From an optimization exercise on the open Yosys and OpenROAD flow, aimed at small area, a short achievable clock period and few clock cycles per item; shortcuts taken in it are not production practice. Where RTL was checked, it was by simulation tests only, not by an equivalence proof against the original.

Design fp32_truncating_alu_top, start of the top module:
module fp32_truncating_alu_top
(
   input  wire logic        clock,
   input  wire logic        reset,
   input  wire logic        req_tvalid,
   output logic             req_tready,
   input  wire logic [71:0] req_tdata,
   output logic             rsp_tvalid,
   input  wire logic        rsp_tready,
   output logic [39:0]      rsp_tdata
);
   logic en;
   logic out_v, skid_v;
   logic [32:0] out_r, skid_r;
   assign en         = ~skid_v;
   assign req_tready = en;
   assign rsp_tvalid = out_v;
   assign rsp_tdata  = {7'd0, out_r};
   logic       v0;
   logic [1:0] op0;
   logic       as0, bs0;
   logic [7:0] ae0, be0;
   logic [22:0] am0, bm0;
   logic       ge0;      
   logic [11:0] bone0, btwo0, bone_i, btwo_i;    
   fta_booth_enc u_benc (.b({1'b1, req_tdata[65:43]}), .bone(bone_i), .btwo(btwo_i));
   always_ff @(posedge clock) begin
      if (reset) v0 <= 1'b0;
      else if (en) v0 <= req_tvalid;
   end
   always_ff @(posedge clock) begin
      if (en) begin
         op0 <= req_tdata[1:0];
         as0 <= req_tdata[2];
         ae0 <= req_tdata[10:3];
         am0 <= req_tdata[33:11];
         bs0 <= req_tdata[34] ^ (req_tdata[1:0] == 2'd1);
         be0 <= req_tdata[42:35];
         bm0 <= req_tdata[65:43];
         ge0 <= req_tdata[33:11] >= req_tdata[65:43];
         bone0 <= bone_i;
         btwo0 <= btwo_i;
      end
   end
   logic isdiv0, ismul0, isadd0;
   assign isdiv0 = (op0 == 2'd3);
   assign ismul0 = (op0 == 2'd2);
   assign isadd0 = ~op0[1];
   logic [26:0] s_i, c_i;
   logic        qp_i, qn_i;
   fta_div_init u_init (.a_mantissa(am0), .b_mantissa(bm0), .ge(ge0), .s(s_i), .c(c_i), .pos(qp_i), .neg(qn_i));
  ...
For scale: roughly 9400 cells after synthesis, about 1100 flip-flops, about 120 I/O pins, about 90000 um^2 of cells after synthesis.
==> flow/config.mk <==
export PLATFORM = sky130hd
export DESIGN_NAME = fp32_truncating_alu_top
export DESIGN_NICKNAME = fp32_truncating_alu_top
export VERILOG_FILES = /design/flow/design.v
export SDC_FILE = /design/flow/constraint.sdc
export NUM_CORES = 4
export LEC_CHECK = 0
export ABC_AREA = 1
export CAP_MARGIN = 20
export CORE_MARGIN = 2
export CORE_UTILIZATION = 40
export SLEW_MARGIN = 20
==> flow/constraint.sdc <==
create_clock -name core_clock -period 12.0 [get_ports {clock}]
set_input_delay 2.4000 -clock core_clock [delete_from_list [all_inputs] [get_ports {clock}]]
set_output_delay 2.4000 -clock core_clock [all_outputs]
set_load 0.01 [all_outputs]
standard.sh (not shown) runs the stock make flow with config.mk's settings and CLKGATE_MAP_FILE= SYNTH_SCRIPT=/design/flow/synth_recipe.tcl, a recipe that flattens the netlist after the stock synthesis.
==> flow/flow/run.sh <==
#!/bin/bash
# Standard layout, with timing repair aiming below the clock period: repair
# works on every path with less than SETUP_SLACK_MARGIN ns of slack.
set -euo pipefail
bash standard.sh SETUP_SLACK_MARGIN=7.5 finish > standard_flow.log 2>&1
Then changed:
--- a/flow/design.v
+++ b/flow/design.v
@@ -1702,24 +1702,23 @@
    input  wire logic [22:0] b_mantissa,
    input  wire logic        pos,
    input  wire logic        neg,
    output logic [26:0]      s_o,
    output logic [26:0]      c_o,
    output logic             npos,
    output logic             nneg
 );
    logic [27:0] ys, yc, x, sm, mj;
    assign ys  = {s, 1'b0};
    assign yc  = {c, 1'b0};
-   assign x   = ({28{pos}} & ~{4'b0001, b_mantissa, 1'b0})
-              | ({28{neg}} &  {4'b0001, b_mantissa, 1'b0});
+   assign x   = {28{pos | neg}} & ({4'b0001, b_mantissa, 1'b0} ^ {28{pos}});
    assign sm  = ys ^ yc ^ x;
    assign mj  = (ys & yc) | (ys & x) | (yc & x);
    assign s_o = sm[26:0];
    assign c_o = {mj[25:0], pos};
    logic m_p, m_z, m_n;
    logic p_p, n_p, p_z, n_z, p_n, n_n;
    assign m_p = (s[21] & c[21]) | ((s[21] | c[21]) & ~b_mantissa[21]);
    assign m_z = s[21] & c[21];
    assign m_n = (s[21] & c[21]) | ((s[21] | c[21]) & b_mantissa[21]);
    fta_div_sel3 u_sp (.a(s[25:22]), .b(c[25:22]), .v({3'b110, ~b_mantissa[22]}), .ci(m_p),
                       .pos(p_p), .neg(n_p));
@@ -1731,28 +1730,32 @@
 endmodule
 module fta_div_fin
 (
    input  wire logic [26:0] s,
    input  wire logic [26:0] c,
    input  wire logic [22:0] qp,      
    input  wire logic [22:0] qn,      
    input  wire logic        ge,
    output logic [22:0]      mant
 );
    logic [26:0] w;
-   logic [23:0] t, tm;
+   logic [23:0] t;
+   logic [22:0] low;                 
    logic [22:0] q;
-   assign w    = s + c;
-   assign t    = {1'b1, qp} - {1'b0, qn};
-   assign tm   = {1'b1, qp} + {1'b1, ~qn};
-   assign q    = (t[22:0] & {23{~w[26]}}) | (tm[22:0] & {23{w[26]}});
+   assign w = s + c;
+   assign t = {1'b1, qp} - {1'b0, qn};
+   always_comb begin
+      low[0] = 1'b1;
+      for (int i = 1; i < 23; i++) low[i] = low[i-1] & ~t[i-1];
+   end
+   assign q    = t[22:0] ^ (low & {23{w[26]}});
    assign mant = {q[22:1], q[0] & ge};
 endmodule
 `default_nettype wire
 `timescale 1ns / 1ps
 `default_nettype none
 module fp32_truncating_alu_top
 (
    input  wire logic        clock,
    input  wire logic        reset,
    input  wire logic        req_tvalid,
    output logic             req_tready,
@@ -1766,60 +1769,58 @@
    logic [32:0] out_r, skid_r;
    assign en         = ~skid_v;
    assign req_tready = en;
    assign rsp_tvalid = out_v;
    assign rsp_tdata  = {7'd0, out_r};
    logic       v0;
    logic [1:0] op0;
    logic       as0, bs0;
    logic [7:0] ae0, be0;
    logic [22:0] am0, bm0;
    logic       ge0;      
-   logic [11:0] bone0, btwo0, bone_i, btwo_i;    
-   fta_booth_enc u_benc (.b({1'b1, req_tdata[65:43]}), .bone(bone_i), .btwo(btwo_i));
    always_ff @(posedge clock) begin
       if (reset) v0 <= 1'b0;
       else if (en) v0 <= req_tvalid;
    end
    always_ff @(posedge clock) begin
       if (en) begin
          op0 <= req_tdata[1:0];
          as0 <= req_tdata[2];
          ae0 <= req_tdata[10:3];
          am0 <= req_tdata[33:11];
          bs0 <= req_tdata[34] ^ (req_tdata[1:0] == 2'd1);
          be0 <= req_tdata[42:35];
          bm0 <= req_tdata[65:43];
          ge0 <= req_tdata[33:11] >= req_tdata[65:43];
-         bone0 <= bone_i;
-         btwo0 <= btwo_i;
       end
    end
    logic isdiv0, ismul0, isadd0;
    assign isdiv0 = (op0 == 2'd3);
    assign ismul0 = (op0 == 2'd2);
    assign isadd0 = ~op0[1];
    logic [26:0] s_i, c_i;
    logic        qp_i, qn_i;
    fta_div_init u_init (.a_mantissa(am0), .b_mantissa(bm0), .ge(ge0), .s(s_i), .c(c_i), .pos(qp_i), .neg(qn_i));
    logic [9:0]  e_div;
    assign e_div = {2'b00, ae0} - {2'b00, be0} + 10'd127 - {9'd0, ~ge0};
    logic [26:0] st1_s2, st1_c2;
    logic        st1_p3, st1_n3;
    fta_div_row u_row2 (.s(s_i), .c(c_i), .b_mantissa(bm0), .pos(qp_i), .neg(qn_i),
                       .s_o(st1_s2), .c_o(st1_c2), .npos(st1_p3), .nneg(st1_n3));
    logic [26:0] st1_s3, st1_c3;
    logic        st1_p4, st1_n4;
    fta_div_row u_row3 (.s(st1_s2), .c(st1_c2), .b_mantissa(bm0), .pos(st1_p3), .neg(st1_n3),
                       .s_o(st1_s3), .c_o(st1_c3), .npos(st1_p4), .nneg(st1_n4));
    logic [138:0] m_v;
+   logic [11:0] bone0, btwo0;    
+   fta_booth_enc u_benc (.b({1'b1, bm0}), .bone(bone0), .btwo(btwo0));
    fta_mul_pp u_mul_pp (.a({1'b1, am0}), .b({1'b1, bm0}), .bone(bone0), .btwo(btwo0), .v(m_v));
    logic [9:0]  e_mul;
    assign e_mul = {2'b00, ae0} + {2'b00, be0} - 10'd127;
    logic [22:0] a_big;
    logic [23:0] a_sml;
    logic [7:0]  a_e;
    logic        a_sg, a_sub;
    fta_add_align u_align (.a_sign(as0), .a_exponent(ae0), .a_mantissa(am0),
                           .b_sign(bs0), .b_exponent(be0), .b_mantissa(bm0),
                           .big(a_big), .sml(a_sml), .e_big(a_e), .sg_big(a_sg), .eff_sub(a_sub));
    logic        v1;
Effect: Setup slack improved by 0.034 ns. Clock skew rises by 0.012 ns. First-iteration DRC count came out higher by 3.4%. Global-route usage decreases by 0.22 points. Hold slack is worse by 0.014 ns. Sequential cell count falls by 17. Area after synthesis came out lower by 2.8%. Via count came out lower by 2.4%. Count of clock-buffer cells in the layout came out higher by 14.
Testbench counts after the change, summed over its fixed seeds: cycles 16,080, items 16,000.
Function not checked in the first run of this note: the RTL went through the layout flow alone.

[re-timing with driven ports]
Ports are ideal in the flow. The routed layouts listed here were re-timed in OpenROAD.
Step 1: set_driving_cell puts a clkbuf_16 on clock and a buf_2 on each other input, an assumption about the parent block.
Step 2, shift: input delay + t, output delay - t, t = (earliest + latest rising clock arrival at the registers) / 2. This alone moves slack from input paths to output paths.
Slacks: ideal ports / drivers / drivers and shift; pairs: ideal ports / drivers.
| run | t, ns | slack for setup (ns) | worst hold slack (ns) | worst setup path after step 2 | cell pins on the clock port's net |
|---|---|---|---|---|---|
| the first run | 0.895 | 7.455 / 7.455 / 7.407 | 0.392 / 0.392 / 0.392 | input to register | 1 |
| the second run | 0.889 | 7.489 / 7.489 / 7.415 | 0.378 / 0.378 / 0.378 | input to register | 1 |
After both steps setup and hold are still met in every run listed. The setup slack of the second run, which loses most, moves by 0.000 ns with the drivers and by -0.074 ns with both steps.
